Source: an optimization exercise on an open RTL-to-GDS flow (aim: small area). Production flows keep margins and buffers that such runs may drop. At most, simulation tests tie the RTL to the original design; equivalence was not proved. For runs 1 to 4, only the layout was checked, not whether the RTL still works. No activity file was given, so power comes from the tool's default toggle rates.

$ cat design/flow/standard.sh
#!/bin/bash
# synth_recipe.tcl (not shown) runs the flow's synth.tcl, then flattens the netlist and writes it again
# the make line also repeats each setting of config.mk as NAME=value (left out here)
make -C /OpenROAD-flow-scripts/flow DESIGN_CONFIG=/design/flow/config.mk WORK_HOME=/design/flow/orfs CLKGATE_MAP_FILE= SYNTH_SCRIPT=/design/flow/synth_recipe.tcl "${@:-finish}"
$ cat design/flow/flow/run.sh
#!/bin/bash
# Standard ORFS layout with two changes: the port buffers use the smallest
# buffer cell, and clock tree synthesis inserts no dummy loads and uses
# clkbuf_8 with larger sink clusters.
set -euo pipefail
export BUFFER_PORTS_ARGS="-buffer_cell sky130_fd_sc_hd__buf_1"
export CTS_ARGS="-sink_clustering_enable -repair_clock_nets -dont_use_dummy_load -buf_list sky130_fd_sc_hd__clkbuf_16 -sink_clustering_size 35 -sink_clustering_max_diameter 80"
bash standard.sh > standard_flow.log 2>&1
$ cat design/flow/design.v
`timescale 1ns / 1ps
module flash_download_sequencer (
   input  logic        clock,
   input  logic        reset,
   input  logic        csr_valid,
   output logic        csr_ready,
   input  logic [2:0]  csr_index,
   input  logic [31:0] csr_data,
   input  logic        req_tvalid,
   output logic        req_tready,
   input  logic [31:0] req_tdata,   
   input  logic [10:0] req_tuser,   
   output logic        rsp_tvalid,
   input  logic        rsp_tready,
   output logic [71:0] rsp_tdata,
   output logic [2:0]  rsp_tuser    
);
   localparam logic [2:0] C_PROG    = 3'd0;
   localparam logic [2:0] C_UNL_OK  = 3'd1;
   localparam logic [2:0] C_UNL_BAD = 3'd2;
   localparam logic [2:0] C_SIZE    = 3'd3;
   localparam logic [2:0] C_XFER    = 3'd4;
   localparam logic [2:0] C_EXIT    = 3'd5;
   localparam logic [2:0] C_UNK     = 3'd6;
   localparam logic [2:0] S_IDLE = 3'd0;
   localparam logic [2:0] S_PROG = 3'd1;
   localparam logic [2:0] S_UNLK = 3'd2;
   localparam logic [2:0] S_DONE = 3'd3;
   localparam logic [2:0] S_EXIT = 3'd4;
   localparam logic [2:0] S_SZ0  = 3'd6;
   localparam logic [2:0] S_SZ1  = 3'd7;
   localparam logic [2:0] R_POS    = 3'b000;
   localparam logic [2:0] R_NEG    = 3'b001;
   localparam logic [2:0] R_NONE   = 3'b010;
   localparam logic [2:0] R_LAUNCH = 3'b011;
   localparam logic [2:0] R_WRITE  = 3'b100;
   logic [10:0] program_id, unlock_id, size_id, transfer_id, exit_id;
   logic [31:0] unlock_key, image_base;
   assign csr_ready = 1'b1;
   logic [31:0] cdata;
   logic [6:0]  cwe;
   assign cdata = csr_data & {32{~reset}};
   always_comb begin
      for (int i = 0; i < 7; i++) cwe[i] = reset | (csr_valid & (csr_index == 3'(i)));
   end
   always_ff @(posedge clock) begin
      if (cwe[0]) program_id  <= {cdata[10:1], cdata[0] | reset};
      if (cwe[1]) unlock_id   <= {cdata[10:2], cdata[1] | reset, cdata[0]};
      if (cwe[2]) size_id     <= {cdata[10:2], cdata[1] | reset, cdata[0] | reset};
      if (cwe[3]) transfer_id <= {cdata[10:3], cdata[2] | reset, cdata[1:0]};
      if (cwe[4]) exit_id     <= {cdata[10:3], cdata[2] | reset, cdata[1], cdata[0] | reset};
      if (cwe[5]) unlock_key  <= cdata;
      if (cwe[6]) image_base  <= cdata;
   end
   logic [2:0] push_code;
   always_comb begin
      if (req_tuser == program_id)       push_code = C_PROG;
      else if (req_tuser == unlock_id)   push_code = (req_tdata == unlock_key) ? C_UNL_OK
                                                                               : C_UNL_BAD;
      else if (req_tuser == size_id)     push_code = C_SIZE;
      else if (req_tuser == transfer_id) push_code = C_XFER;
      else if (req_tuser == exit_id)     push_code = C_EXIT;
      else                               push_code = C_UNK;
   end
   logic [31:0] q_data [4];
   logic [2:0]  q_code [4];
   logic [1:0]  wr_ptr, rd_ptr;
   logic        q_full;
   logic        q_empty;
   logic        push, pop;
   assign q_empty    = (wr_ptr == rd_ptr) & ~q_full;
   assign req_tready = ~q_full;
   assign push       = req_tvalid & ~q_full;
   always_ff @(posedge clock) begin
      if (reset) begin
         wr_ptr <= '0;
         rd_ptr <= '0;
         q_full <= 1'b0;
      end else begin
         if (push) wr_ptr <= wr_ptr + 2'd1;
         if (pop)  rd_ptr <= rd_ptr + 2'd1;
         if (push & ~pop)      q_full <= (wr_ptr + 2'd1 == rd_ptr);
         else if (pop & ~push) q_full <= 1'b0;
      end
   end
   always_ff @(posedge clock) begin
      if (push) begin
         q_data[wr_ptr] <= req_tdata;
         q_code[wr_ptr] <= push_code;
      end
   end
   logic [31:0] h_data;
   logic [2:0]  h_code;
   assign h_data = q_data[rd_ptr];
   assign h_code = q_code[rd_ptr];
   logic [2:0]  stage;
   logic [31:0] addr_n;      
   logic [7:0]  wip;         
   logic [29:0] rem_q;       
   logic        rem_nz;      
   logic        r_valid;
   logic [2:0]  r_code;
   logic [31:0] r_data;
   logic        exec;
   logic        sized;
   logic        last;
   assign exec  = ~q_empty & (~r_valid | rsp_tready);
   assign pop   = exec;
   assign sized = (stage[2:1] == 2'b11);
   assign last  = (rem_q == 30'd0) | ((rem_q == 30'd1) & ~rem_nz);
   logic [29:0] addr_n_dec;
   logic [29:0] rem_dec;
   logic [7:0]  wip_inc;
   always_comb begin
      logic c;
      c = stage[0];
      for (int i = 0; i < 30; i++) begin
         addr_n_dec[i] = addr_n[i+2] ^ c;
         c             = addr_n[i+2] & c;
      end
      c = 1'b1;
      for (int i = 0; i < 30; i++) begin
         rem_dec[i] = rem_q[i] ^ c;
         c          = ~rem_q[i] & c;
      end
      c = 1'b1;
      for (int i = 0; i < 8; i++) begin
         wip_inc[i] = wip[i] ^ c;
         c          = wip[i] & c;
      end
   end
   always_ff @(posedge clock) begin
      if (reset) begin
         stage   <= S_IDLE;
         r_valid <= 1'b0;
      end else begin
         if (exec | rsp_tready) r_valid <= exec;
         if (exec) begin
            case (h_code)
               C_PROG:    stage <= (stage == S_IDLE) ? S_PROG : S_IDLE;
               C_UNL_OK:  stage <= (stage == S_PROG) ? S_UNLK : S_IDLE;
               C_UNL_BAD: stage <= S_IDLE;
               C_SIZE:    if (stage == S_UNLK) stage <= S_SZ0;
               C_XFER:    if (sized) stage <= last ? S_DONE : S_SZ1;
               C_EXIT:    if (stage == S_DONE) stage <= S_EXIT;
               default: ;
            endcase
         end
      end
   end
   always_ff @(posedge clock) begin
      if (exec) begin
         r_code <= R_NEG;
         case (h_code)
            C_PROG: begin
               if (stage == S_IDLE) begin
                  r_code <= R_POS;
                  addr_n <= image_base;
                  wip    <= '0;
               end
            end
            C_UNL_OK: begin
               if (stage == S_PROG) r_code <= R_POS;
            end
            C_SIZE: begin
               if (stage == S_UNLK) begin
                  r_code <= R_POS;
                  rem_q  <= h_data[31:2];
                  rem_nz <= |h_data[1:0];
               end
            end
            C_XFER: begin
               if (sized) begin
                  r_code <= {R_WRITE[2:1], &wip};
                  r_data <= h_data;
                  addr_n <= {addr_n_dec, addr_n[1:0]};
                  wip    <= wip_inc;
                  rem_q  <= rem_dec;
               end
            end
            C_EXIT: begin
               if (stage == S_DONE) r_code <= R_LAUNCH;
            end
            C_UNL_BAD: ;
            default: r_code <= R_NONE;
         endcase
      end
   end
   logic r_wv;
   assign r_wv = r_code[2];
   assign rsp_tvalid = r_valid;
   assign rsp_tdata  = {6'b0,
                        ~r_wv & r_code[1] & r_code[0],           
                        r_wv & r_code[0],                        
                        r_data & {32{r_wv}},
                        addr_n & {32{r_wv}}};
   assign rsp_tuser  = {r_wv,
                        ~r_wv & r_code[1] & ~r_code[0],          
                        ~r_wv & ~r_code[1] & r_code[0]};         
endmodule
$ cat design/flow/config.mk
export PLATFORM = sky130hd
export DESIGN_NAME = flash_download_sequencer
export DESIGN_NICKNAME = flash_download_sequencer
export VERILOG_FILES = /design/flow/design.v
export SDC_FILE = /design/flow/constraint.sdc
export NUM_CORES = 4
export LEC_CHECK = 0
export CAP_MARGIN = 20
export CORE_MARGIN = 2
export CORE_UTILIZATION = 40
export SLEW_MARGIN = 20
$ cat design/flow/constraint.sdc
create_clock -name core_clock -period 4.0 [get_ports {clock}]
set_input_delay 0.8000 -clock core_clock [delete_from_list [all_inputs] [get_ports {clock}]]
set_output_delay 0.8000 -clock core_clock [all_outputs]
set_load 0.01 [all_outputs]
==> results.txt, run 1 <==
DR pass1 iterations=5; Core Region=39820 um2; DIE AREA=42050 um2; Post-DRT Antenna Nets=0; critical path endpoint category=flip-flop; vias in the first global route=8465; clock buffer depth=3; kind of start point of the critical path=flip-flop; Worst IR Drop VDD=276.3 uV; drc violations=0; GRT Util Overall=16.63%; Vert. Die Dim=205.1 um; count of final setup violators=19; Post-Syn Area per Cell=15.25 um2; dpl hpwl=25.29 mm; actual slew at the worst max-slew pin=0.8768 ns; total gr overflow=0; hold crit path type=flip-flop to flip-flop; leading cell type in the layout, fill and taps excluded=edfxtp_1; final clock skew=0.05016 ns; Synth warnings=1; antenna violations before repair=3; Slew headroom=41.55%; Synth async-reset ratio=0%; worst r2r src=addr_n[2]; violated checks=setup timing; vias=8580; layout cells sized above 1=15.21%; setup TNS=-13.67 ns; area grow syn2layout=15.26%; EDFF count, synth=365; Die X=205.1 um; CP max stage delay=0.41 ns; post-DR vias/cell=4.942; Max Cap Viol=0; #FFs+latches synth=376; Crit path top cell by count=ha_4; starting density of the core=40.60%; RSZ-0062 raised after global routing=true; Final period util=133.3%; I/O Buffers=153; clock latency (worst-skew pair)=0.53 ns; most frequent cells in the layout=edfxtp_1 (365), buf_1 (152), nand2_1 (114), and2_1 (73), xnor2_1 (58); CP max-delay cell=edfxtp_1; largest net degree at the start of global routing=37; pre-CTS setup slack=-1.391 ns; min-delay src=image_base[5]; root buf cell=clkbuf_16; clk sinks=376; crit path kind=flip-flop to flip-flop; Layout fillers=3544; GPL Wtd Cong=0.7754; initial DRC count=541; final hold vios=0; Crit. Startpoint=addr_n[2]; routed length per instance=20.28 um; synthesized cell area=16170 um2; Worst Path Max Fanout=2; hold buffers post-CTS=0; final critical-path setup slack=-1.332 ns; nets@finish=1364; Fmax achieved=0.1875 GHz; hold slack=0.4740 ns; WP data required=4.28 ns; first-pass GRT wire length=51.69 mm; outcome=finished with violations; cell count after synthesis=1060; CP arrival=5.62 ns; clk slew on worst S/H paths=0.12 ns; WL final=35.20 mm; Max Transition Viols Final=0; CTS H-tree lvls=1; CTS tree=yes; Pleak=6.202 nW; post-synthesis sequential area ratio=69.15%; P per Cell Area=471.4 nW/um2; I/O Pins=161; min cycle time layout=5.332 ns; TritonCTS Buffers=18; Synth cell types=45; Core Rows=73; Main synth FF type=edfxtp_1; Core Util, Final=46.80%
cell type report:
class	count	area [um2]	area share (%)
multi-input combinational	595	5378	28.86
sequential	376	11180	60.00
timing repair buffer	186	835.8	4.485
tap	525	656.9	3.525
clock buffer	18	450.4	2.417
antenna	1	2.502	0.01343
inverter	35	131.4	0.7049
critical path: cells and delay by family (launching register included):
family	cells	cell delay [ns]
flops	1	0.41
xor+xnor	1	0.11
fa+ha+maj	29	4.46
compound gates	1	0.06
layer usage:
| metal | up-vias | global-route usage (%) | share of wire (%) | wire [um] |
|---|---|---|---|---|
| met2 | 160 | 29.05 | 51 | 17780 |
| met5 | - | 0 | 0.065 | 23 |
| met4 | 4 | 2.544 | 1.0 | 363 |
| li1 | 4119 | - | - | - |
| met3 | 24 | 2.673 | 4.6 | 1605 |
| met1 | 4273 | 22.30 | 44 | 15430 |
power by group:
part           internal, mW  total [mW]  switching, mW
Sequential             4.74        4.91          0.172
Clock                 0.812        1.95           1.13
Combinational         0.755        1.93           1.17
Total                  6.31        8.79           2.48
sequential cells by signal, summed over array words and instances, names as in the netlist, 12 cells and up, named ones only:
| signal | flops |
|---|---|
| addr_n | 32 |
| image_base | 32 |
| q_code | 12 |
| q_data | 128 |
| r_data | 32 |
| rem_q | 30 |
| unlock_key | 32 |
what timing repair did:
item	4_1_cts	5_1_grt
setup endpoints to repair	19	21
setup buffers	1	2
pin swaps	5	5
resized for setup	8	14
gates cloned	0	0
Yosys cell counts, types with 6 or more instances:
cell type  number  area share (%)
edfxtp_1      365              68
nand2_1       127             2.9
and2_1         73             2.8
ha_1           69             5.3
xnor2_1        60             3.2
nor2b_1        38             1.5
clkbuf_1       37            0.86
xor2_1         36             1.9
mux4_2         35             4.9
inv_1          34            0.79
o21ai_0        33             1.0
nor2_1         17            0.39
nor4_1         17            0.66
nand4_1        15            0.58
buf_2          13            0.40
dfxtp_1        11             1.4
a21oi_1         9            0.28
and3_1          8            0.31
buf_4           8            0.37
nor3_1          8            0.25
nand3_1         6            0.19
kinds of logic (layout without fill, tap and decap cells):
kind of cell               Yosys count  after routing  share of synthesized area [%]
adders and majority gates           69             69                          5.339
xor gates and xnor gates            96             96                          5.200
buffers and inverters               94            239                          2.515
other                                2              8                        0.04645
DFF                                376            376                          69.15
AOI/OAI and AO/OA                   61             61                          2.329
muxes                               35             35                          4.875
and+or+nand+nor                    327            327                          10.55
final timing paths:
kind | endpoint | slack, ns | cells past startpoint
max | addr_n[31] | -1.33 | 31
min | addr_n[5] | 0.47 | 2
max reg2reg | addr_n[31] | -1.33 | 31
min reg2reg | addr_n[5] | 0.47 | 2
stage by stage:
stage	cells	power [mW]	instance area [um2]
after floorplan	1065	6.271	16880
after global placement	1714	6.916	18090
after detailed placement	1714	6.952	18090
after CTS	1733	8.882	18580
after global routing	1735	9.200	18630
final	1736	8.785	18640
==> run 2: changes to the inputs <==
--- a/design/flow/design.v
+++ b/design/flow/design.v
@@ -108,27 +108,6 @@
    assign pop   = exec;
    assign sized = (stage[2:1] == 2'b11);
    assign last  = (rem_q == 30'd0) | ((rem_q == 30'd1) & ~rem_nz);
-   logic [29:0] addr_n_dec;
-   logic [29:0] rem_dec;
-   logic [7:0]  wip_inc;
-   always_comb begin
-      logic c;
-      c = stage[0];
-      for (int i = 0; i < 30; i++) begin
-         addr_n_dec[i] = addr_n[i+2] ^ c;
-         c             = addr_n[i+2] & c;
-      end
-      c = 1'b1;
-      for (int i = 0; i < 30; i++) begin
-         rem_dec[i] = rem_q[i] ^ c;
-         c          = ~rem_q[i] & c;
-      end
-      c = 1'b1;
-      for (int i = 0; i < 8; i++) begin
-         wip_inc[i] = wip[i] ^ c;
-         c          = wip[i] & c;
-      end
-   end
    always_ff @(posedge clock) begin
       if (reset) begin
          stage   <= S_IDLE;
@@ -173,9 +152,9 @@
                if (sized) begin
                   r_code <= {R_WRITE[2:1], &wip};
                   r_data <= h_data;
-                  addr_n <= {addr_n_dec, addr_n[1:0]};
-                  wip    <= wip_inc;
-                  rem_q  <= rem_dec;
+                  addr_n <= addr_n + {29'd0, stage[0], 2'b00};
+                  wip    <= wip + 8'd1;
+                  rem_q  <= rem_q - 30'd1;
                end
             end
             C_EXIT: begin
==> design/flow/flow/run.sh (replaced) <==
#!/bin/bash
# Standard ORFS layout with two changes: the port buffers use the smallest
# buffer cell, and clock tree synthesis inserts no dummy loads and uses
# clkbuf_8 with larger sink clusters.
set -euo pipefail
export BUFFER_PORTS_ARGS="-buffer_cell sky130_fd_sc_hd__buf_1"
export CTS_ARGS="-sink_clustering_enable -repair_clock_nets -dont_use_dummy_load -buf_list sky130_fd_sc_hd__clkbuf_8 -sink_clustering_size 20 -sink_clustering_max_diameter 60"
bash standard.sh > standard_flow.log 2>&1
==> run 2 against run 1 <==
Effect of this change:
- now clean on timing, DRC and antenna
- sequential share of layout area up 2.5 points
- synthesized area up 1.1%
- critical endpoint is now rsp_tdata[38]
- cell count up 4.1%
- hold slack better by 0.033 ns
- synthesized cell count up 6.8%
- critical path type is now flip-flop to output pin
- count of clock-buffer cells in the layout up 11
- total power down 0.17%
- die area up 1.1%
- worst setup slack better by 2.4 ns
- combinational power up 4%
- utilization down 2.7 points
==> results.txt, run 2 <==
outcome=no timing/DRC/antenna violations; Vert. Die Dim=206.1 um; Pleak=5.679 nW; Slew headroom=41.43%; starting density of the core=40.30%; area grow syn2layout=9.524%; metal3 WL=1.738 mm; commonest cells in the netlist=edfxtp_1 (365), xnor2_1 (94), nand2_1 (89); clk slew on worst S/H paths=0.10 ns; Max Transition Viols Final=0; DR pass1 iterations=6; pre-CTS setup slack=1.145 ns; kind of start point of the critical path=flip-flop; Layout fillers=3625; largest net degree at the start of global routing=60; final critical-path setup slack=1.097 ns; critical path endpoint category=output pin; actual slew at the worst max-slew pin=0.8767 ns; GRT Util Overall=17.16%; Synth async-reset ratio=0%; min cycle time layout=2.903 ns; Reg2Reg Setup Slack=1.14 ns; CP arrival=2.10 ns; GPL Wtd Cong=0.8331; Worst Path Max Fanout=51; Die X=206.1 um; P per Cell Area=490.0 nW/um2; final clock skew=0.05441 ns; CTS H-tree lvls=1; Core Rows=74; root buf cell=clkbuf_8; Core Region=40550 um2; routed length per instance=20.39 um; hold slack=0.5075 ns; post-cts gate resize count=0; layout cells sized above 1=7.765%; clock buffer depth=3; nets@finish=1371; antenna violations before repair=4; clock latency (worst-skew pair)=0.60 ns; Max Used Layer=met5; dpl hpwl=26.06 mm; post-DR vias/cell=5.120; EDFF count, synth=365; final hold vios=0; #FFs+latches synth=376; Worst IR Drop VDD=275.5 uV; most frequent cells in the layout=edfxtp_1 (365), buf_1 (152), xnor2_1 (94), nand2_1 (89), and2_1 (75); top-count cell post-synth=edfxtp_1; Post-DRT Antenna Nets=0; TritonCTS Buffers=29; vias=9251; met2 wire length=17.56 mm; Post-Syn Area per Cell=14.44 um2; setup bufs post-CTS=0; first-pass GRT wire length=54.14 mm; I/O Pins=161; leading cell type in the layout, fill and taps excluded=edfxtp_1; I/O Buffers=153; WP data required=3.20 ns; Max Cap Viol=0; drc violations=0; cell count after synthesis=1132; post-synthesis sequential area ratio=68.41%; synthesized cell area=16340 um2; CTS tree=yes; setup TNS=0 ns; Main synth FF type=edfxtp_1; # diodes=0; DIE AREA=42490 um2; share of the synthesized area in the top cell type=67.06%; max FFs per register=128; count of final setup violators=0; Final period util=72.58%; Synth cell types=50; Fmax achieved=0.3445 GHz; clk sinks=376; WL final=36.84 mm; met1 WL=16.77 mm; initial DRC count=743; hold crit path type=input port to flip-flop; hold buffers post-CTS=0; Largest Register=q_data; total gr overflow=0; Synth area leader=edfxtp_1; vias in the first global route=8908; Synth warnings=1; crit path kind=flip-flop to output pin; top cells by area, synth=edfxtp_1 (67%), xnor2_1 (5.0%), mux4_2 (4.8%); RSZ-0062 raised after global routing=false
[run 2: cell types whose count changed after synthesis, moves of 20 or more]
cell     previous run  this run
ha_1               69        11
nand2_1           127        89
nor2_1             17        53
xnor2_1            60        94
o21ai_0            33        55
nand3_1             6        27
inv_1              34        14
[run 2: layer usage]
metal,global-route usage [%],vias up
met3,2.822,50
li1,-,4388
met2,27.89,214
met1,24.34,4591
met5,0,-
met4,3.750,8
[run 2: final timing paths]
check | depth (start not counted) | endpoint | start
setup reg to reg | 5 | rem_q[1] | flip-flop
hold reg to reg | 2 | addr_n[31] | image_base[31]
setup / recovery | 3 | rsp_tdata[38] | r_code[2]
hold / removal | 1 | q_data[0][6] | req_tdata[6]
[run 2: logic make-up (layout without fill, tap and decap cells)]
group | count (synthesis) | count (layout) | share of synthesized area, %
buffers and inverters | 78 | 216 | 1.983
xor gates and xnor gates | 146 | 146 | 7.824
adders and majority gates | 11 | 11 | 0.8421
AOI/OAI and AO/OA | 85 | 85 | 2.894
muxes | 37 | 37 | 4.946
and+or+nand+nor | 397 | 397 | 13.05
other | 2 | 7 | 0.04595
DFF | 376 | 376 | 68.41
[run 2: critical path, stage by stage (launching register included)]
cell,delay [ns]
edfxtp_1,0.61
buf_4,0.47
and2_1,0.26
buf_1,0.17
[run 2: area by class of cell]
type	instances	area, um2	share of cell area [%]
clock buffer	29	399.1	2.230
inverter	15	56.30	0.3146
multi-input combinational	683	4878	27.25
sequential	376	11180	62.47
tap	532	665.6	3.719
timing repair buffer	172	718.2	4.012
[run 2: where the power goes]
group	leakage, nW	total, mW	switching [mW]	internal, mW
clock	0.209	1.78	1.13	0.646
combinational	1.98	2.00	1.23	0.771
sequential	3.49	4.99	0.186	4.80
[run 2: per-stage QoR]
step	util, %	cells	power, mW	area, um2
floorplan	-	1137	6.417	16370
global placement	43.15	1778	7.085	17500
detailed placement	43.15	1778	7.117	17500
CTS	44.14	1807	8.873	17900
global route	44.14	1807	9.215	17900
finish	44.14	1807	8.771	17900
==> run 3: changes to the inputs <==
--- a/design/flow/design.v
+++ b/design/flow/design.v
@@ -108,6 +108,38 @@
    assign pop   = exec;
    assign sized = (stage[2:1] == 2'b11);
    assign last  = (rem_q == 30'd0) | ((rem_q == 30'd1) & ~rem_nz);
+   logic [29:0] addr_n_dec;
+   logic [29:0] rem_dec;
+   logic [7:0]  wip_inc;
+   logic [29:0] rem_q_n;
+   assign rem_q_n = ~rem_q;
+   always_comb begin
+      logic c;
+      logic [5:0] blk_a, blk_r;
+      for (int b = 0; b < 6; b++) begin
+         blk_a[b] = &addr_n[b*5+2 +: 5];
+         blk_r[b] = &rem_q_n[b*5 +: 5];
+      end
+      for (int b = 0; b < 6; b++) begin
+         c = stage[0];
+         for (int j = 0; j < b; j++) c = c & blk_a[j];
+         for (int i = b*5; i < b*5+5; i++) begin
+            addr_n_dec[i] = addr_n[i+2] ^ c;
+            c             = addr_n[i+2] & c;
+         end
+         c = 1'b1;
+         for (int j = 0; j < b; j++) c = c & blk_r[j];
+         for (int i = b*5; i < b*5+5; i++) begin
+            rem_dec[i] = rem_q[i] ^ c;
+            c          = rem_q_n[i] & c;
+         end
+      end
+      c = 1'b1;
+      for (int i = 0; i < 8; i++) begin
+         wip_inc[i] = wip[i] ^ c;
+         c          = wip[i] & c;
+      end
+   end
    always_ff @(posedge clock) begin
       if (reset) begin
          stage   <= S_IDLE;
@@ -152,9 +184,9 @@
                if (sized) begin
                   r_code <= {R_WRITE[2:1], &wip};
                   r_data <= h_data;
-                  addr_n <= addr_n + {29'd0, stage[0], 2'b00};
-                  wip    <= wip + 8'd1;
-                  rem_q  <= rem_q - 30'd1;
+                  addr_n <= {addr_n_dec, addr_n[1:0]};
+                  wip    <= wip_inc;
+                  rem_q  <= rem_dec;
                end
             end
             C_EXIT: begin
==> run 3 against run 2 <==
Effect of this change:
- still clean
- total power decreased by 0.57%
- combinational power hardly changed
- non-clock buffer count down 2
- via count shrank 5.6%
- global-route usage fell by 0.27 points
- critical path type is now flip-flop to flip-flop
- largest cell class unchanged
==> results.txt, run 3 <==
Synth cell types=52; synthesized cell area=16230 um2; commonest cells in the netlist=edfxtp_1 (365), and2_1 (72), xnor2_1 (70); leading cell type in the layout, fill and taps excluded=edfxtp_1; clk slew on worst S/H paths=0.11 ns; setup bufs post-CTS=0; outcome=no timing/DRC/antenna violations; Pleak=6.013 nW; vias in the first global route=8706; Max Transition Viols Final=0; Largest Register=q_data; TritonCTS Buffers=30; Post-Syn Area per Cell=15.71 um2; Multi-input gate area=4691 um2; hold slack=0.5061 ns; Slew headroom=43.83%; worst r2r src=stage[0]; CTS H-tree lvls=1; Max Cap Viol=0; Placed Area=17360 um2; Fmax achieved=0.3403 GHz; count of final setup violators=0; actual slew at the worst max-slew pin=0.8408 ns; DR pass1 iterations=5; Final Cell Area=17780 um2; post-DR vias/cell=5.109; I/O Buffers=153; most frequent cells in the layout=edfxtp_1 (365), buf_1 (152), and2_1 (72), xnor2_1 (70), ha_1 (59); CP max stage delay=0.55 ns; routed length per instance=20.71 um; area grow syn2layout=9.552%; hold crit path type=input port to flip-flop; Synth async-reset ratio=0%; root buf cell=clkbuf_8; clk sinks=376; top-count cell post-synth=edfxtp_1; Core Region=39910 um2; GRT Util Overall=16.89%; WL final=35.42 mm; Register Area=11180 um2; setup TNS=0 ns; cell count after synthesis=1033; dpl hpwl=24.74 mm; layout cells sized above 1=9.907%; starting density of the core=40.66%; reg2reg path depth=10; clock buffer depth=3; max FFs per register=128; post-cts gate resize count=0; final hold vios=0; vias=8737; P per Cell Area=490.5 nW/um2; CTS tree=yes; CP arrival=3.28 ns; clock latency (worst-skew pair)=0.61 ns; Buf/Inv on CP=0; crit path kind=flip-flop to flip-flop; WP data required=4.35 ns; I/O Pins=161; Layout fillers=3589; EDFF count, synth=365; initial DRC count=703; total gr overflow=0; share of the synthesized area in the top cell type=67.54%; post-synthesis sequential area ratio=68.89%; Reg2Reg Setup Slack=1.06 ns; r2r endpoint=addr_n[30]; Crit path top cell by count=ha_1; first-pass GRT wire length=53.25 mm; critical path endpoint category=flip-flop; Worst Path Max Fanout=10; Worst IR Drop VDD=260.7 uV; min cycle time layout=2.938 ns; Hold Path Sink=q_data[2][31]; GPL Wtd Cong=0.7970; drc violations=0; final clock skew=0.04264 ns; min-delay src=req_tdata[31]; critical-path cell list=nand4_1 > nor4_1 > and3_1 > and3_1 > and3_1 > ha_1 > ha_1 > ha_1 > ha_1 > mux2_2; kind of start point of the critical path=flip-flop; largest net degree at the start of global routing=68; Main synth FF type=edfxtp_1; hold buffers post-CTS=0; Synth warnings=1; Core Rows=73; nets@finish=1325; Synth area leader=edfxtp_1; RSZ-0062 raised after global routing=false; DIE AREA=42200 um2; Vert. Die Dim=205.4 um; CP max-delay cell=dfxtp_1; Die X=205.4 um; Final period util=73.46%; top cells by area, synth=edfxtp_1 (68%), mux4_2 (4.9%), ha_1 (4.5%); #FFs+latches synth=376; Crit path max-delay family=simple AND/OR/NAND/NOR gates; antenna violations before repair=3; Post-DRT Antenna Nets=0; worst hold path depth=1
[run 3: cell types whose count changed after synthesis, sizes merged, moves of 24 or more]
cell,previous run,this run
mux2,0,24
ha,11,59
nor2,53,18
nand2,89,57
xnor2,94,70
[run 3: cell type report]
type | instances | area share, %
inverters | 33 | 0.6967
flip-flops and latches | 376 | 62.89
multi-input cells | 572 | 26.38
diodes | 4 | 0.05630
repair buffers | 170 | 3.955
well taps | 525 | 3.695
clock buffers | 30 | 2.322
[run 3: stage by stage]
| step | std cells | power, mW | worst slack [ns] | util, % |
|---|---|---|---|---|
| finish | 1710 | 8.721 | 1.062 | 44.54 |
| global placement | 1676 | 6.997 | 1.014 | 43.48 |
| floorplan | 1038 | 6.361 | 0.6191 | - |
| detailed placement | 1676 | 7.032 | 0.9151 | 43.48 |
| global route | 1709 | 9.165 | 0.8714 | 44.54 |
| CTS | 1706 | 8.831 | 1.038 | 44.52 |
[run 3: layer usage]
metal | global-route usage [%] | part of all wire (%)
met5 | 0 | 0
met4 | 3.366 | 1.4
met3 | 1.901 | 4.8
met2 | 27.51 | 47
met1 | 24.64 | 46
[run 3: kinds of logic (layout without fill, tap and decap cells)]
family / after synthesis / after routing / share of synthesized area, %
compound gates: 65 / 65 / 2.282
xor+xnor: 106 / 106 / 5.720
other cells: 2 / 11 / 0.04627
fa+ha+maj: 59 / 59 / 4.549
mux: 61 / 61 / 6.646
flops: 376 / 376 / 68.89
buf+inv: 90 / 233 / 2.444
simple gates: 274 / 274 / 9.421
[run 3: worst max path at each step]
stage	startpoint	endpoint	slack, ns	depth (start not counted)
after floorplan	flip-flop	rem_q[0]	0.62	7
after global placement	req_tdata[23]	q_code[0][0]	1.01	6
after detailed placement	req_tdata[23]	q_code[1][0]	0.92	6
after CTS	stage[0]	addr_n[30]	1.04	10
after global routing	stage[0]	addr_n[30]	0.87	10
final	stage[0]	addr_n[30]	1.06	10
[run 3: where the power goes]
group / leakage [nW] / internal (mW) / switching, mW / total (mW)
combinational: 2.31 / 0.781 / 1.21 / 1.99
sequential: 3.49 / 4.77 / 0.144 / 4.91
clock: 0.216 / 0.667 / 1.16 / 1.82
total: 6.01 / 6.21 / 2.51 / 8.72
[run 3: worst reg2reg max path, stage by stage (launching register included)]
cell	delay (ns)
dfxtp_1	0.55
nand4_1	0.17
nor4_1	0.42
and3_1	0.26
and3_1	0.22
and3_1	0.19
ha_1	0.15
ha_1	0.14
ha_1	0.14
ha_1	0.21
mux2_2	0.26
==> run 4: changes to the inputs <==
--- a/design/flow/config.mk
+++ b/design/flow/config.mk
@@ -5,7 +5,8 @@
 export SDC_FILE = /design/flow/constraint.sdc
 export NUM_CORES = 4
 export LEC_CHECK = 0
-export CAP_MARGIN = 20
+export CAP_MARGIN = 5
 export CORE_MARGIN = 2
-export CORE_UTILIZATION = 40
-export SLEW_MARGIN = 20
+export CORE_UTILIZATION = 55
+export PLACE_DENSITY = 0.7
+export SLEW_MARGIN = 5
==> run 4 against run 3 <==
Effect of this change:
- sequential power is essentially flat
- still clean
- largest power group unchanged
- clock skew increased by 0.0045 ns
- global-route usage is 4.0 points higher
- highest routed layer unchanged
- synthesized area stayed put
- first-iteration DRC count rose by 3.3%
- design area fell by 1.4%
- worst setup slack got worse by 0.084 ns
- count of clock-buffer cells in the layout fell by 4
- hold slack got worse by 0.011 ns
- critical path depth down 5
- die area shrank 27%
==> results.txt, run 4 <==
outcome=no timing/DRC/antenna violations; top-count cell post-synth=edfxtp_1; critical-path cell list=mux4_2 > nor2_4 > nand4_1 > nor2_4 > buf_4; #FFs+latches synth=376; Synth warnings=1; Vert. Die Dim=175.8 um; drc violations=0; vias=8633; antenna violations before repair=0; DR pass1 iterations=5; Max Used Layer=met4; Core Rows=62; CP max stage delay=0.70 ns; Crit path max-delay family=simple AND/OR/NAND/NOR gates; clk slew on worst S/H paths=0.11 ns; cell count after synthesis=1033; Die X=175.8 um; Main synth FF type=edfxtp_1; layout cells sized above 1=9.447%; GRT Util Overall=20.90%; Worst path depth=5; Buf/Inv on CP=1; Slew headroom=36.26%; Post-Syn Area per Cell=15.71 um2; setup bufs post-CTS=0; total gr overflow=0; Layout fillers=2231; crit path to=r_data[26]; CTS tree=yes; leading cell type in the layout, fill and taps excluded=edfxtp_1; Synth cell types=52; Crit path top cell by count=nor2_4; CP arrival=3.32 ns; RSZ-0062 raised after global routing=false; nets@finish=1319; max FFs per register=128; CTS H-tree lvls=1; WL final=31.98 mm; Multi-input gate area=4691 um2; Worst IR Drop VDD=288.4 uV; r2r endpoint=r_data[26]; post-synthesis sequential area ratio=68.89%; EDFF count, synth=365; DIE AREA=30900 um2; P per Cell Area=486.6 nW/um2; Largest Register=q_data; Core Util, Final=60.72%; starting density of the core=56.24%; actual slew at the worst max-slew pin=0.9561 ns; Synth async-reset ratio=0%; commonest cells in the netlist=edfxtp_1 (365), and2_1 (72), xnor2_1 (70); min cycle time layout=3.023 ns; Register Area=11180 um2; post-cts gate resize count=0; Pleak=5.975 nW; Reg2Reg Setup Slack=0.98 ns; clock latency (worst-skew pair)=0.58 ns; share of the synthesized area in the top cell type=67.54%; clk sinks=376; met1 WL=14.33 mm; setup TNS=0 ns; most frequent cells in the layout=edfxtp_1 (365), buf_1 (152), and2_1 (72), xnor2_1 (70), ha_1 (59); kind of start point of the critical path=flip-flop; TritonCTS Buffers=26; root buf cell=clkbuf_8; Max Cap Viol=0; final hold vios=0; reg2reg path depth=5; Final period util=75.57%; Synth area leader=edfxtp_1; hold crit path type=input port to flip-flop; metal3 WL=1.605 mm; hold buffers post-CTS=0; WP data required=4.30 ns; area grow syn2layout=7.972%; count of final setup violators=0; top cells by area, synth=edfxtp_1 (68%), mux4_2 (4.9%), ha_1 (4.5%); Core Region=28860 um2; clock buffer depth=3; hold slack=0.4949 ns; vias in the first global route=8459; final clock skew=0.04709 ns; Max Transition Viols Final=0; I/O Buffers=153; critical path endpoint category=flip-flop; post-DR vias/cell=5.538; I/O Pins=161; dpl hpwl=22.28 mm; min-delay src=rsp_tready; synthesized cell area=16230 um2; routed length per instance=20.51 um; Fmax achieved=0.3308 GHz; met2 wire length=15.29 mm; Post-DRT Antenna Nets=0; CP max-delay cell=mux4_2; initial DRC count=726; GPL Wtd Cong=0.8160; largest net degree at the start of global routing=73; crit path kind=flip-flop to flip-flop; Worst Path Max Fanout=22; first-pass GRT wire length=48.56 mm; # diodes=0
-- run 4: power breakdown --
| part | switching (mW) | leakage [nW] | internal (mW) |
|---|---|---|---|
| combinational | 1.14 | 2.30 | 0.776 |
| clock | 1.09 | 0.187 | 0.584 |
| sequential | 0.170 | 3.49 | 4.77 |
| total | 2.40 | 5.97 | 6.13 |
-- run 4: worst min path at each step --
stage                 endpoint  slack, ns  depth (start not counted)
finish                 r_valid       0.49                          3
global route           r_valid       0.49                          3
CTS                    r_valid       0.46                          3
detailed placement     r_valid       0.50                          2
global placement       r_valid       0.49                          2
floorplan           addr_n[11]       0.50                          2
-- run 4: cell type report --
cell class / count / area share, %
Inverter: 33 / 0.7069
Clock buffer: 26 / 2.042
Multi-Input combinational cell: 572 / 26.77
Timing Repair Buffer: 168 / 3.927
Sequential cell: 376 / 63.81
Tap cell: 384 / 2.742
-- run 4: per-stage QoR --
| step | power, mW | instances | setup slack [ns] | cell area [um2] |
|---|---|---|---|---|
| after global placement | 6.917 | 1533 | 0.9820 | 17170 |
| after detailed placement | 6.968 | 1533 | 0.8700 | 17170 |
| after global routing | 8.925 | 1559 | 0.7613 | 17520 |
| final | 8.526 | 1559 | 0.9771 | 17520 |
| after CTS | 8.604 | 1559 | 0.8973 | 17520 |
| after floorplan | 6.361 | 1038 | 0.6191 | 16250 |
-- run 4: tightest hold or removal path: stages --
cell and delay (ns):
buf_1 0.06, nand2b_1 0.12, a21oi_1 0.06
-- run 4: metal layers --
layer  GRT usage [%]  vias up
met1           30.11     4268
met5               0        -
li1                -     4047
met3           2.208       46
met2           34.42      272
met4           5.647        0
-- run 4: kinds of logic (layout without fill, tap and decap cells) --
family                   after synthesis  count (layout)  synth area share (%)
flip-flops                           376             376                 68.89
AND/OR/NAND/NOR                      274             274                 9.421
XOR/XNOR                             106             106                 5.720
buffers and inverters                 90             227                 2.444
AO/OA/AOI/OAI                         65              65                 2.282
multiplexers                          61              61                 6.646
adder cells (fa/ha/maj)               59              59                 4.549
other                                  2               7               0.04627
==> run 5: changes to the inputs <==
--- a/design/flow/design.v
+++ b/design/flow/design.v
@@ -94,7 +94,7 @@
    assign h_data = q_data[rd_ptr];
    assign h_code = q_code[rd_ptr];
    logic [2:0]  stage;
-   logic [31:0] addr_n;      
+   logic [31:0] addr_q;      
    logic [7:0]  wip;         
    logic [29:0] rem_q;       
    logic        rem_nz;      
@@ -108,7 +108,7 @@
    assign pop   = exec;
    assign sized = (stage[2:1] == 2'b11);
    assign last  = (rem_q == 30'd0) | ((rem_q == 30'd1) & ~rem_nz);
-   logic [29:0] addr_n_dec;
+   logic [29:0] addr_inc;
    logic [29:0] rem_dec;
    logic [7:0]  wip_inc;
    logic [29:0] rem_q_n;
@@ -117,15 +117,15 @@
       logic c;
       logic [5:0] blk_a, blk_r;
       for (int b = 0; b < 6; b++) begin
-         blk_a[b] = &addr_n[b*5+2 +: 5];
+         blk_a[b] = &addr_q[b*5+2 +: 5];
          blk_r[b] = &rem_q_n[b*5 +: 5];
       end
       for (int b = 0; b < 6; b++) begin
          c = stage[0];
          for (int j = 0; j < b; j++) c = c & blk_a[j];
          for (int i = b*5; i < b*5+5; i++) begin
-            addr_n_dec[i] = addr_n[i+2] ^ c;
-            c             = addr_n[i+2] & c;
+            addr_inc[i] = addr_q[i+2] ^ c;
+            c             = addr_q[i+2] & c;
          end
          c = 1'b1;
          for (int j = 0; j < b; j++) c = c & blk_r[j];
@@ -166,7 +166,7 @@
             C_PROG: begin
                if (stage == S_IDLE) begin
                   r_code <= R_POS;
-                  addr_n <= image_base;
+                  addr_q <= image_base;
                   wip    <= '0;
                end
             end
@@ -184,7 +184,7 @@
                if (sized) begin
                   r_code <= {R_WRITE[2:1], &wip};
                   r_data <= h_data;
-                  addr_n <= {addr_n_dec, addr_n[1:0]};
+                  addr_q <= {addr_inc, addr_q[1:0]};
                   wip    <= wip_inc;
                   rem_q  <= rem_dec;
                end
@@ -204,7 +204,7 @@
                         ~r_wv & r_code[1] & r_code[0],           
                         r_wv & r_code[0],                        
                         r_data & {32{r_wv}},
-                        addr_n & {32{r_wv}}};
+                        addr_q & {32{r_wv}}};
    assign rsp_tuser  = {r_wv,
                         ~r_wv & r_code[1] & ~r_code[0],          
                         ~r_wv & ~r_code[1] & r_code[0]};         
==> design/flow/config.mk (replaced) <==
export PLATFORM = sky130hd
export DESIGN_NAME = flash_download_sequencer
export DESIGN_NICKNAME = flash_download_sequencer
export VERILOG_FILES = /design/flow/design.v
export SDC_FILE = /design/flow/constraint.sdc
export NUM_CORES = 4
export LEC_CHECK = 0
export CAP_MARGIN = 20
export CORE_MARGIN = 2
export CORE_UTILIZATION = 40
export SLEW_MARGIN = 20
==> run 5 against run 4 <==
Effect of this change:
- still clean
- sequential cell count is the same
- maximum frequency rose by 2.9%
- synthesized area did not move
- global-route usage is 4.0 points lower
- worst setup slack improved by 0.084 ns
- design area up 1.5%
- hold slack better by 0.011 ns
- combinational power increased by 4%
- clock skew decreased by 0.0045 ns
- via count grew 1.2%
- die area is 37% higher
- critical path depth rose by 5
- critical path type unchanged
==> results.txt, run 5 <==
Crit path top cell by count=ha_1; DR pass1 iterations=5; commonest cells in the netlist=edfxtp_1 (365), and2_1 (72), xnor2_1 (70); CP max-delay cell=dfxtp_1; antenna violations before repair=3; Max Cap Viol=0; TritonCTS Buffers=30; GRT Util Overall=16.89%; Synth warnings=1; post-cts gate resize count=0; kind of start point of the critical path=flip-flop; crit path to=addr_q[30]; hold buffers post-CTS=0; top-count cell post-synth=edfxtp_1; vias=8737; RSZ-0062 raised after global routing=false; reg2reg path depth=10; DIE AREA=42200 um2; Synth area leader=edfxtp_1; Post-Syn Area per Cell=15.71 um2; Switching Fraction=28.74%; pre-CTS setup slack=0.9151 ns; Worst path depth=10; clock buffer depth=3; final critical-path setup slack=1.062 ns; CP max stage delay=0.55 ns; EDFF count, synth=365; synthesized cell area=16230 um2; Combinational Power Share=22.8%; P per Cell Area=490.5 nW/um2; most frequent cells in the layout=edfxtp_1 (365), buf_1 (152), and2_1 (72), xnor2_1 (70), ha_1 (59); WL final=35.42 mm; min cycle time layout=2.938 ns; total gr overflow=0; I/O Pins=161; max FFs per register=128; clk sinks=376; Vert. Die Dim=205.4 um; CTS tree=yes; r2r endpoint=addr_q[30]; layout cells sized above 1=9.907%; setup bufs post-CTS=0; cell count after synthesis=1033; Core Rows=73; outcome=no timing/DRC/antenna violations; clk slew on worst S/H paths=0.11 ns; Fmax achieved=0.3403 GHz; crit path kind=flip-flop to flip-flop; dpl hpwl=24.74 mm; #FFs+latches synth=376; critical-path cell list=nand4_1 > nor4_1 > and3_1 > and3_1 > and3_1 > ha_1 > ha_1 > ha_1 > ha_1 > mux2_2; vias in the first global route=8706; Largest Register=q_data; Worst IR Drop VDD=260.7 uV; Synth async-reset ratio=0%; root buf cell=clkbuf_8; post-DR vias/cell=5.109; actual slew at the worst max-slew pin=0.8408 ns; clock latency (worst-skew pair)=0.61 ns; Synth cell types=52; GPL Wtd Cong=0.7970; largest net degree at the start of global routing=68; part of the power in registers=56.3%; final clock skew=0.04264 ns; Crit. Startpoint=stage[0]; NetSw=2.506 mW; final hold vios=0; Post-DRT Antenna Nets=0; setup TNS=0 ns; share of the synthesized area in the top cell type=67.54%; leading cell type in the layout, fill and taps excluded=edfxtp_1; area grow syn2layout=9.552%; top cells by area, synth=edfxtp_1 (68%), mux4_2 (4.9%), ha_1 (4.5%); total internal power=6.214 mW; initial DRC count=703; Crit path max-delay family=simple AND/OR/NAND/NOR gates; Main synth FF type=edfxtp_1; WP data required=4.35 ns; count of final setup violators=0; Layout fillers=3589; Core Region=39910 um2; nets@finish=1325; Die X=205.4 um; Max Transition Viols Final=0; drc violations=0; routed length per instance=20.71 um; starting density of the core=40.66%; Pleak=6.013 nW; first-pass GRT wire length=53.25 mm; worst hold path depth=1; Reg2Reg Setup Slack=1.06 ns; I/O Buffers=153; hold crit path type=input port to flip-flop; CP arrival=3.28 ns; Buf/Inv on CP=0; Final period util=73.46%; critical path endpoint category=flip-flop; worst r2r src=stage[0]; Final Total Pwr=8.721 mW; Worst Path Max Fanout=10; Slew headroom=43.83%; post-synthesis sequential area ratio=68.89%; CTS H-tree lvls=1; Clk network pwr share=20.9%
[run 5: cell types whose count changed in the layout (fill, tap and decap cells not counted)]
cell	delta
diode_2	+4
buf_4	+2
clkbuf_8	+4
[run 5: how the worst min path moves through the flow]
stage	start	endpoint	slack (ns)
6_report	req_tdata[31]	q_data[2][31]	0.51
5_1_grt	req_tdata[31]	q_data[2][31]	0.48
4_1_cts	req_tdata[31]	q_data[2][31]	0.46
3_5_place_dp	r_valid	r_valid	0.51
3_3_place_gp	r_valid	r_valid	0.50
2_1_floorplan	image_base[11]	addr_q[11]	0.50
[run 5: kinds of logic (layout without fill, tap and decap cells)]
family | after synthesis | after routing | share of synthesized area [%]
xor+xnor | 106 | 106 | 5.720
flops | 376 | 376 | 68.89
buf+inv | 90 | 233 | 2.444
other cells | 2 | 11 | 0.04627
fa+ha+maj | 59 | 59 | 4.549
mux | 61 | 61 | 6.646
compound gates | 65 | 65 | 2.282
simple gates | 274 | 274 | 9.421
[run 5: power groups by stage]
stage	logic, mW	clock network [mW]	registers, mW
after CTS	2.03	1.88	4.91
after detailed placement	2.03	0	5.00
final	1.99	1.82	4.91
after global routing	2.21	2.01	4.94
after floorplan	1.42	0	4.94
after global placement	2.00	0	4.99
[run 5: per-stage QoR]
stage	cell area [um2]	hold slack, ns	util, %	cells
after floorplan	16250	0.4963	-	1038
after global placement	17360	0.5011	43.48	1676
after detailed placement	17360	0.5083	43.48	1676
after CTS	17770	0.4629	44.52	1706
after global routing	17780	0.4792	44.54	1709
final	17780	0.5061	44.54	1710
[run 5: routing by layer]
layer  vias to the layer above  global-route usage (%)  part of all wire [%]
met5                         -                       0                     0
met4                         0                   3.366                   1.4
met3                        35                   1.901                   4.8
met2                       228                   27.51                    47
met1                      4406                   24.64                    46
li1                       4068                       -                     -
[run 5: area by class of cell]
class	instances	area [um2]	area share, %
clock buffers	30	412.9	2.322
repair buffers	170	703.2	3.955
flip-flops and latches	376	11180	62.89
well taps	525	656.9	3.695
diodes	4	10.01	0.05630
multi-input cells	572	4691	26.38
inverters	33	123.9	0.6967
==> run 6: changes to the inputs <==
--- a/design/flow/design.v
+++ b/design/flow/design.v
@@ -91,8 +91,16 @@
    end
    logic [31:0] h_data;
    logic [2:0]  h_code;
-   assign h_data = q_data[rd_ptr];
-   assign h_code = q_code[rd_ptr];
+   logic [3:0]  rd_sel;
+   always_comb begin
+      for (int i = 0; i < 4; i++) rd_sel[i] = (rd_ptr == 2'(i));
+      h_data = '0;
+      h_code = '0;
+      for (int i = 0; i < 4; i++) begin
+         h_data = h_data | (q_data[i] & {32{rd_sel[i]}});
+         h_code = h_code | (q_code[i] & {3{rd_sel[i]}});
+      end
+   end
    logic [2:0]  stage;
    logic [31:0] addr_q;      
    logic [7:0]  wip;         
--- a/design/flow/config.mk
+++ b/design/flow/config.mk
@@ -5,7 +5,8 @@
 export SDC_FILE = /design/flow/constraint.sdc
 export NUM_CORES = 4
 export LEC_CHECK = 0
-export CAP_MARGIN = 20
+export CAP_MARGIN = 5
 export CORE_MARGIN = 2
-export CORE_UTILIZATION = 40
-export SLEW_MARGIN = 20
+export CORE_UTILIZATION = 55
+export PLACE_DENSITY = 0.7
+export SLEW_MARGIN = 5
==> run 6 against run 5 <==
Effect of this change:
- worst setup slack lost 0.33 ns
- critical path depth shrank 2
- total power grew 4.8%
- largest cell class unchanged
==> results.txt, run 6 <==
outcome=no timing/DRC/antenna violations; worst hold path depth=2; starting density of the core=55.99%; clk slew on worst S/H paths=0.12 ns; share of the synthesized area in the top cell type=68.02%; Post-DRT Antenna Nets=0; Vert. Die Dim=175.2 um; TritonCTS Buffers=26; clock latency (worst-skew pair)=0.59 ns; reg2reg path depth=8; root buf cell=clkbuf_8; final cell count without fillers=1675; hold crit path type=input port to flip-flop; clock buffer depth=3; top-count cell post-synth=edfxtp_1; Placed Area=17080 um2; top cells by area, synth=edfxtp_1 (68%), ha_1 (4.9%), a22oi_1 (3.2%); commonest cells in the netlist=edfxtp_1 (365), nand2_1 (124), and2_1 (80); Reg2Reg Setup Slack=0.73 ns; DIE AREA=30680 um2; Core Util, Final=60.61%; Hold Path Sink=size_id[1]; synthesized cell area=16110 um2; Fmax achieved=0.3058 GHz; Max Transition Viols Final=0; final hold vios=0; CP arrival=3.47 ns; actual slew at the worst max-slew pin=1.235 ns; largest net degree at the start of global routing=79; DR pass1 iterations=5; cell count after synthesis=1155; WP data required=4.20 ns; most frequent cells in the layout=edfxtp_1 (365), buf_1 (152), nand2_1 (124), and2_1 (80), a22oi_1 (69); Worst Path Max Fanout=39; max FFs per register=128; vias in the first global route=8935; first-pass GRT wire length=51.14 mm; r2r endpoint=addr_q[12]; hold buffers post-CTS=0; Worst IR Drop VDD=268.4 uV; final clock skew=0.04604 ns; critical-path cell list=inv_1 > ha_1 > a22o_1 > nor2_1 > nand2_1 > o22a_1 > nor3_4 > buf_4; Max Cap Viol=0; Synth area leader=edfxtp_1; count of final setup violators=0; post-synthesis sequential area ratio=69.14%; CTS H-tree lvls=1; initial DRC count=880; clk sinks=374; setup TNS=0 ns; I/O Buffers=153; Core Region=28780 um2; critical path endpoint category=flip-flop; Core Rows=62; post-cts gate resize count=0; Post-Syn Area per Cell=13.95 um2; P per Cell Area=523.9 nW/um2; EDFF count, synth=365; CP max stage delay=0.51 ns; Largest Register=q_data; post-DR vias/cell=5.524; layout cells sized above 1=4.574%; antenna violations before repair=1; total gr overflow=0; Final period util=81.75%; Layout fillers=2301; GRT Util Overall=22.04%; setup bufs post-CTS=0; WL final=33.62 mm; leading cell type in the layout, fill and taps excluded=edfxtp_1; Pleak=6.191 nW; Synth warnings=1; area grow syn2layout=8.255%; Buf/Inv on CP=2; crit path kind=flip-flop to flip-flop; vias=9252; Die X=175.2 um; hold slack=0.4884 ns; min cycle time layout=3.270 ns; drc violations=0; RSZ-0062 raised after global routing=false; #FFs+latches synth=374; dpl hpwl=23.64 mm; worst r2r src=rd_ptr[1]; routed length per instance=20.07 um; min-delay src=csr_data[1]; CP max-delay cell=nor2_1; Main synth FF type=edfxtp_1; Slew headroom=17.68%; nets@finish=1438; Inst Count DP=1648; I/O Pins=161; kind of start point of the critical path=flip-flop; GPL Wtd Cong=0.9045; CTS tree=yes; Synth cell types=51; Synth async-reset ratio=0%; Final Cell Area=17440 um2; Crit path max-delay family=simple AND/OR/NAND/NOR gates
[run 6: cell types whose count changed after synthesis, moves of 26 or more]
cell and change:
a21oi_1 +26, a22oi_1 +69, mux4_2 -35, nand2_1 +67, nor2_1 +42, o21ai_0 -33
[run 6: cell families (layout without fill, tap and decap cells)]
group / after synthesis / in the layout / synth area share [%]
and+or+nand+nor: 375 / 375 / 11.73
other: 2 / 8 / 0.04661
AOI/OAI and AO/OA: 137 / 137 / 5.816
muxes: 1 / 1 / 0.06212
adders and majority gates: 64 / 64 / 4.962
DFF: 374 / 374 / 69.14
xor gates and xnor gates: 105 / 105 / 5.707
buffers and inverters: 97 / 227 / 2.539
[run 6: how the worst max path moves through the flow]
stage / start / to / slack, ns / depth (start not counted)
after floorplan: rd_ptr[0] / rem_q[0] / 0.03 / 11
after global placement: rd_ptr[1] / addr_q[22] / 0.85 / 8
after detailed placement: rd_ptr[1] / addr_q[31] / 0.74 / 8
after CTS: r_code[2] / rsp_tdata[13] / 0.66 / 3
after global routing: rd_ptr[1] / rem_q[15] / 0.48 / 9
final: rd_ptr[1] / addr_q[12] / 0.73 / 8
[run 6: through the flow]
stage | power [mW] | worst slack [ns]
detailed placement | 7.569 | 0.7399
global placement | 7.487 | 0.8546
global route | 9.628 | 0.4849
CTS | 9.205 | 0.6562
finish | 9.138 | 0.7300
floorplan | 6.750 | 0.02714
[run 6: power by group]
group | internal (mW) | switching (mW)
combinational | 0.817 | 1.62
sequential | 4.83 | 0.195
clock | 0.583 | 1.09
[run 6: cell type report]
cell class              instances  area, um2  area share (%)
inverters                      31      116.4          0.6671
flip-flops and latches        374      11140           63.87
well taps                     384      480.5           2.754
diodes                          1      2.502         0.01435
multi-input cells             689       4617           26.47
clock buffers                  26      357.8           2.051
repair buffers                170      728.2           4.175
[run 6: layer usage]
metal / track usage (%) / share of wire [%]
met1: 31.96 / 45
met2: 36.12 / 48
met3: 2.611 / 5.8
met4: 5.000 / 2.1
met5: 0 / 0
==> run 7: changes to the inputs <==
==> design/flow/flow/run.sh (replaced) <==
#!/bin/bash
# Standard ORFS layout with two changes: the port buffers use the smallest
# buffer cell, and clock tree synthesis inserts no dummy loads and uses
# clkbuf_8 with larger sink clusters.
set -euo pipefail
export BUFFER_PORTS_ARGS="-buffer_cell sky130_fd_sc_hd__buf_1"
export CTS_ARGS="-sink_clustering_enable -repair_clock_nets -dont_use_dummy_load -buf_list sky130_fd_sc_hd__clkbuf_8 -sink_clustering_size 20 -sink_clustering_max_diameter 70"
bash standard.sh > standard_flow.log 2>&1
==> run 7 against run 6 <==
Effect of this change:
- hold slack improved by 0.020 ns
- worst setup slack improved by 0.0070 ns
- clock skew decreased by 0.0095 ns
- critical endpoint is now addr_q[31]
- first-iteration DRC count decreased by 3.5%
- design area decreased by 0.24%
- synthesized area unchanged
- register-to-register slack about the same
- still clean on timing, DRC and antenna
- cell count decreased by 0.18%
- largest power group unchanged
- synthesized cell count unchanged
- highest routed layer unchanged
==> results.txt, run 7 <==
dpl hpwl=23.64 mm; GPL Wtd Cong=0.9045; hold crit path type=input port to flip-flop; Die X=175.2 um; post-synthesis xor/xnor area fraction=5.707%; Fmax achieved=0.3065 GHz; min-delay src=csr_data[1]; Final Cell Area=17400 um2; CP max stage delay=0.49 ns; clk slew on worst S/H paths=0.12 ns; top cells by area, synth=edfxtp_1 (68%), ha_1 (4.9%), a22oi_1 (3.2%); WP data required=4.21 ns; Worst Path Max Fanout=39; setup TNS=0 ns; routed length per instance=20.16 um; adder-cell share of the synthesized area=4.962%; crit path kind=flip-flop to flip-flop; root buf cell=clkbuf_8; clock buffer depth=3; clock latency (worst-skew pair)=0.56 ns; top-count cell post-synth=edfxtp_1; final clock skew=0.03659 ns; reg2reg path depth=8; drc violations=0; leading cell type in the layout, fill and taps excluded=edfxtp_1; Largest Register=q_data; P per Cell Area=521.4 nW/um2; hold buffers post-CTS=0; vias in the first global route=8893; RSZ-0062 raised after global routing=false; nets@finish=1435; Core Rows=62; largest net degree at the start of global routing=79; CP arrival=3.47 ns; I/O Pins=161; CP max-delay cell=nor2_1; Synth async-reset ratio=0%; actual slew at the worst max-slew pin=1.216 ns; post-DR vias/cell=5.525; I/O Buffers=153; Vert. Die Dim=175.2 um; post-synthesis sequential area ratio=69.14%; kind of start point of the critical path=flip-flop; area grow syn2layout=7.998%; Slew headroom=18.90%; EDFF count, synth=365; commonest cells in the netlist=edfxtp_1 (365), nand2_1 (124), and2_1 (80); worst hold path depth=2; Main synth FF type=edfxtp_1; Worst IR Drop VDD=321.3 uV; Synth cell types=51; Synth warnings=1; clk sinks=374; Post-DRT Antenna Nets=0; initial DRC count=849; CTS tree=yes; antenna violations before repair=1; Compound-Gate Fraction of Synth Area=5.816%; min cycle time layout=3.263 ns; setup bufs post-CTS=0; r2r endpoint=addr_q[31]; DR pass1 iterations=6; most frequent cells in the layout=edfxtp_1 (365), buf_1 (152), nand2_1 (124), and2_1 (80), a22oi_1 (69); final hold vios=0; Core Region=28780 um2; count of final setup violators=0; Buf/Inv on CP=2; WL final=33.71 mm; critical-path cell list=inv_1 > ha_1 > a22o_1 > nor2_1 > nand2_1 > o22a_1 > nor3_4 > buf_4; first-pass GRT wire length=51.06 mm; layout cells sized above 1=4.351%; vias=9237; post-synthesis mux area share=0.06212%; Final period util=81.57%; Pleak=6.170 nW; Hold Path Sink=size_id[1]; Reg2Reg Setup Slack=0.74 ns; synthesized cell area=16110 um2; TritonCTS Buffers=23; critical path endpoint category=flip-flop; GRT Util Overall=22.00%; Max Cap Viol=0; share of the synthesized area in the top cell type=68.02%; #FFs+latches synth=374; Crit path max-delay family=simple AND/OR/NAND/NOR gates; Max Transition Viols Final=0; post-cts gate resize count=0; Synth Area in Simple Gates=11.73%; Post-Syn Area per Cell=13.95 um2; Synth area leader=edfxtp_1; total gr overflow=0; Final Total Pwr=9.073 mW; outcome=no timing/DRC/antenna violations; starting density of the core=55.99%; Placed Area=17080 um2; CTS H-tree lvls=1; largest family of logic cells by synthesized area=simple AND/OR/NAND/NOR gates; max FFs per register=128; cell count after synthesis=1155; worst r2r src=rd_ptr[1]; DIE AREA=30680 um2
run 7: how the worst max path moves through the flow:
stage	start	end	slack (ns)	depth (start not counted)
4_1_cts	r_code[2]	rsp_tdata[13]	0.68	3
3_5_place_dp	rd_ptr[1]	addr_q[31]	0.74	8
5_1_grt	rd_ptr[1]	rem_q[8]	0.46	9
6_report	rd_ptr[1]	addr_q[31]	0.74	8
2_1_floorplan	rd_ptr[0]	rem_q[0]	0.03	11
3_3_place_gp	rd_ptr[1]	addr_q[22]	0.85	8
run 7: kinds of logic (layout without fill, tap and decap cells):
logic type	count (synthesis)	after routing
muxes	1	1
xor gates and xnor gates	105	105
other	2	8
AOI/OAI and AO/OA	137	137
DFF	374	374
buffers and inverters	97	224
adders and majority gates	64	64
and+or+nand+nor	375	375
run 7: per-stage QoR:
stage	instances	util (%)	hold WS [ns]	worst slack, ns
after CTS	1671	60.46	0.4874	0.6819
after floorplan	1160	-	0.4906	0.02714
after global placement	1648	59.36	0.4924	0.8546
final	1672	60.46	0.5082	0.7370
after global routing	1671	60.46	0.5213	0.4579
after detailed placement	1648	59.36	0.5051	0.7399
run 7: cell type report:
type,instances,area (um2)
antenna,1,2.502
clock buffer,23,316.6
fill,2300,11380
inverter,31,116.4
multi-input combinational,689,4617
sequential,374,11140
tap,384,480.5
timing repair buffer,170,728.2
run 7: worst reg2reg max path, stage by stage, from the launching register on:
cell	delay, ns
dfxtp_1	0.44
inv_1	0.11
ha_1	0.47
a22o_1	0.38
nor2_1	0.49
nand2_1	0.17
o22a_1	0.25
nor3_4	0.11
buf_4	0.46
run 7: metal layers:
metal	GRT usage [%]	part of all wire [%]	wire, um
met1	32.17	44	14970
met2	36.02	48	16060
met3	2.219	5.9	2002
met4	5.069	2.0	681
met5	0	0	0
run 7: power by group:
group | internal, mW | leakage, nW | switching, mW | total (mW)
Sequential | 4.83 | 3.47 | 0.196 | 5.03
Clock | 0.520 | 0.165 | 1.08 | 1.60
Combinational | 0.817 | 2.53 | 1.63 | 2.44
==> run 8: changes to the inputs <==
--- a/design/flow/config.mk
+++ b/design/flow/config.mk
@@ -7,6 +7,6 @@
 export LEC_CHECK = 0
 export CAP_MARGIN = 5
 export CORE_MARGIN = 2
-export CORE_UTILIZATION = 55
-export PLACE_DENSITY = 0.7
+export CORE_UTILIZATION = 65
+export PLACE_DENSITY = 0.78
 export SLEW_MARGIN = 5
==> run 8 against run 7 <==
Effect of this change:
- clock power about the same
- routed wire length decreased by 1.7%
- design area decreased by 0.67%
- sequential share of layout area increased by 0.43 points
- global-route usage increased by 3.7 points
- die area decreased by 15%
- sequential cell count unchanged
- maximum frequency decreased by 1.9%
- highest routed layer unchanged
- synthesized cell count unchanged
- via count increased by 2.2%
==> results.txt, run 8 <==
Switching Fraction=32.04%; kind of start point of the critical path=flip-flop; post-cts gate resize count=0; Clk network pwr share=17.4%; Slew headroom=38.95%; GRT Util Overall=25.70%; critical-path cell list=inv_1 > ha_1 > a22oi_1 > and2_1 > nand3_1 > nor2_4 > buf_4 > a21oi_1; Max Transition Viols Final=0; Vert. Die Dim=161.4 um; RSZ-0062 raised after global routing=false; first-pass GRT wire length=50.79 mm; layout cells sized above 1=4.277%; commonest cells in the netlist=edfxtp_1 (365), nand2_1 (124), and2_1 (80); setup TNS=0 ns; most frequent cells in the layout=edfxtp_1 (365), buf_1 (152), nand2_1 (124), and2_1 (80), a22oi_1 (69); starting density of the core=66.26%; largest net degree at the start of global routing=79; Post-DRT Antenna Nets=0; WL final=33.12 mm; max FFs per register=128; leading cell type in the layout, fill and taps excluded=edfxtp_1; clk slew on worst S/H paths=0.12 ns; routed length per instance=20.57 um; outcome=no timing/DRC/antenna violations; final hold vios=0; cell count after synthesis=1155; Final Cell Area=17290 um2; NetSw=2.897 mW; critical path endpoint category=flip-flop; total internal power=6.144 mW; Pleak=6.157 nW; clock buffer depth=3; actual slew at the worst max-slew pin=0.9158 ns; count of final setup violators=0; Die X=161.4 um; Fmax achieved=0.3008 GHz; Post-Syn Area per Cell=13.95 um2; CP max stage delay=0.62 ns; Synth warnings=1; share of the synthesized area in the top cell type=68.02%; Core Region=24320 um2; top cells by area, synth=edfxtp_1 (68%), ha_1 (4.9%), a22oi_1 (3.2%); CTS H-tree lvls=1; antenna violations before repair=0; Core Rows=57; CP arrival=3.61 ns; CTS tree=yes; #FFs+latches synth=374; area grow syn2layout=7.276%; Synth async-reset ratio=0%; Worst IR Drop VDD=357.9 uV; I/O Pins=161; nets@finish=1434; Final period util=83.11%; final clock skew=0.02753 ns; # diodes=0; vias=9442; I/O Buffers=153; hold crit path type=input port to flip-flop; top-count cell post-synth=edfxtp_1; DR pass1 iterations=7; clk sinks=374; TritonCTS Buffers=22; Final Total Pwr=9.041 mW; Largest Register=q_data; CP max-delay cell=buf_4; hold buffers post-CTS=0; P per Cell Area=523.1 nW/um2; Inst Count DP=1588; Combinational Power Share=27.3%; final cell count without fillers=1610; Main synth FF type=edfxtp_1; DIE AREA=26060 um2; EDFF count, synth=365; WP data required=4.29 ns; post-DR vias/cell=5.865; synthesized cell area=16110 um2; dpl hpwl=22.90 mm; vias in the first global route=9088; total gr overflow=0; min cycle time layout=3.325 ns; Worst Path Max Fanout=78; clock latency (worst-skew pair)=0.56 ns; Synth area leader=edfxtp_1; setup bufs post-CTS=0; root buf cell=clkbuf_8; Layout fillers=1683; GPL Wtd Cong=0.8613; Max Cap Viol=0; crit path kind=flip-flop to flip-flop; Synth cell types=51; drc violations=0; Placed Area=16980 um2; part of the power in registers=55.3%; initial DRC count=868; post-synthesis sequential area ratio=69.14%
==> run 8: cell counts after synthesis <==
No cell type changed its count.
==> run 8: layout make-up <==
type / instances / area, um2 / share of cell area [%]
Clock buffer: 22 / 302.8 / 1.752
Inverter: 31 / 116.4 / 0.6732
Multi-Input combinational cell: 689 / 4617 / 26.71
Sequential cell: 374 / 11140 / 64.45
Tap cell: 324 / 405.4 / 2.345
Timing Repair Buffer: 170 / 703.2 / 4.068
==> run 8: layer usage <==
| layer | track usage [%] | wire (um) | share of wire, % | vias to the layer above |
|---|---|---|---|---|
| met4 | 5.722 | 707 | 2.1 | 0 |
| li1 | - | - | - | 4399 |
| met3 | 3.672 | 2424 | 7.3 | 52 |
| met2 | 43.16 | 16140 | 49 | 379 |
| met1 | 36.41 | 13850 | 42 | 4612 |
| met5 | 0 | 0 | 0 | - |
==> run 8: path summary, 6_finish.rpt <==
kind,startpoint,endpoint,slack [ns],cells past startpoint
min reg2reg,r_valid,r_valid,0.52,2
max reg2reg,rd_ptr[0],rem_q[28],0.68,8
min,rsp_tready,r_valid,0.52,3
max,rd_ptr[0],rem_q[28],0.68,8
==> run 8: worst max-delay path: cells and delay by family, from the launching register on <==
family | cells | cell delay (ns)
AND/OR/NAND/NOR | 3 | 0.73
adder cells (fa/ha/maj) | 1 | 0.53
AO/OA/AOI/OAI | 2 | 0.55
buffers and inverters | 2 | 0.72
flip-flops | 1 | 0.46
==> run 8: kinds of logic (layout without fill, tap and decap cells) <==
family	after synthesis	in the layout	synth area share, %
adder cells (fa/ha/maj)	64	64	4.962
flip-flops	374	374	69.14
buffers and inverters	97	223	2.539
XOR/XNOR	105	105	5.707
multiplexers	1	1	0.06212
other	2	7	0.04661
AO/OA/AOI/OAI	137	137	5.816
AND/OR/NAND/NOR	375	375	11.73
==> run 8: power groups by stage <==
stage	combinational [mW]	clock [mW]	sequential, mW
6_report	2.47	1.57	5.00
5_1_grt	2.76	1.71	5.03
4_1_cts	2.47	1.59	5.00
3_5_place_dp	2.47	0	5.09
3_3_place_gp	2.38	0	5.07
2_1_floorplan	1.73	0	5.02
==> run 8: stage by stage <==
stage	util (%)	hold WS [ns]	setup WS, ns
after global routing	71.08	0.5291	0.3687
final	71.08	0.5160	0.6754
after global placement	69.83	0.4925	0.8803
after CTS	71.08	0.4812	0.7030
after detailed placement	69.83	0.4992	0.7276
after floorplan	-	0.4906	0.02714

## what the ideal ports hide
The flow's constraints put no driver on any port. The routed layouts listed below were extracted and timed again, unchanged, in two steps. Step 1 assumes that a clkbuf_16 drives the clock port and a buf_2 every other input. Step 2 moves the port delays by t, midway between the first and last clock arrival at a register: inputs arrive t later, outputs are due t later. That takes back most of the time a late clock gives input paths. Slacks: ideal ports / drivers / drivers and shift; pairs: ideal ports / drivers.
| run | t (ns) | slack for setup (ns) | worst data-port slew with drivers (ns) |
|---|---|---|---|
| run 1 | 0.560 | -1.332 / -1.332 / -1.332 | 0.09 |
| run 2 | 0.629 | 1.097 / 1.046 / 1.063 | 0.10 |
| run 3 | 0.635 | 1.062 / 1.062 / 0.924 | 0.12 |
| run 4 | 0.605 | 0.977 / 0.977 / 0.950 | 0.07 |
| run 5 | 0.635 | 1.062 / 1.062 / 0.924 | 0.12 |
| run 6 | 0.612 | 0.730 / 0.715 / 0.730 | 0.08 |
| run 7 | 0.594 | 0.737 / 0.737 / 0.737 | 0.06 |
| run 8 | 0.588 | 0.675 / 0.675 / 0.675 | 0.07 |
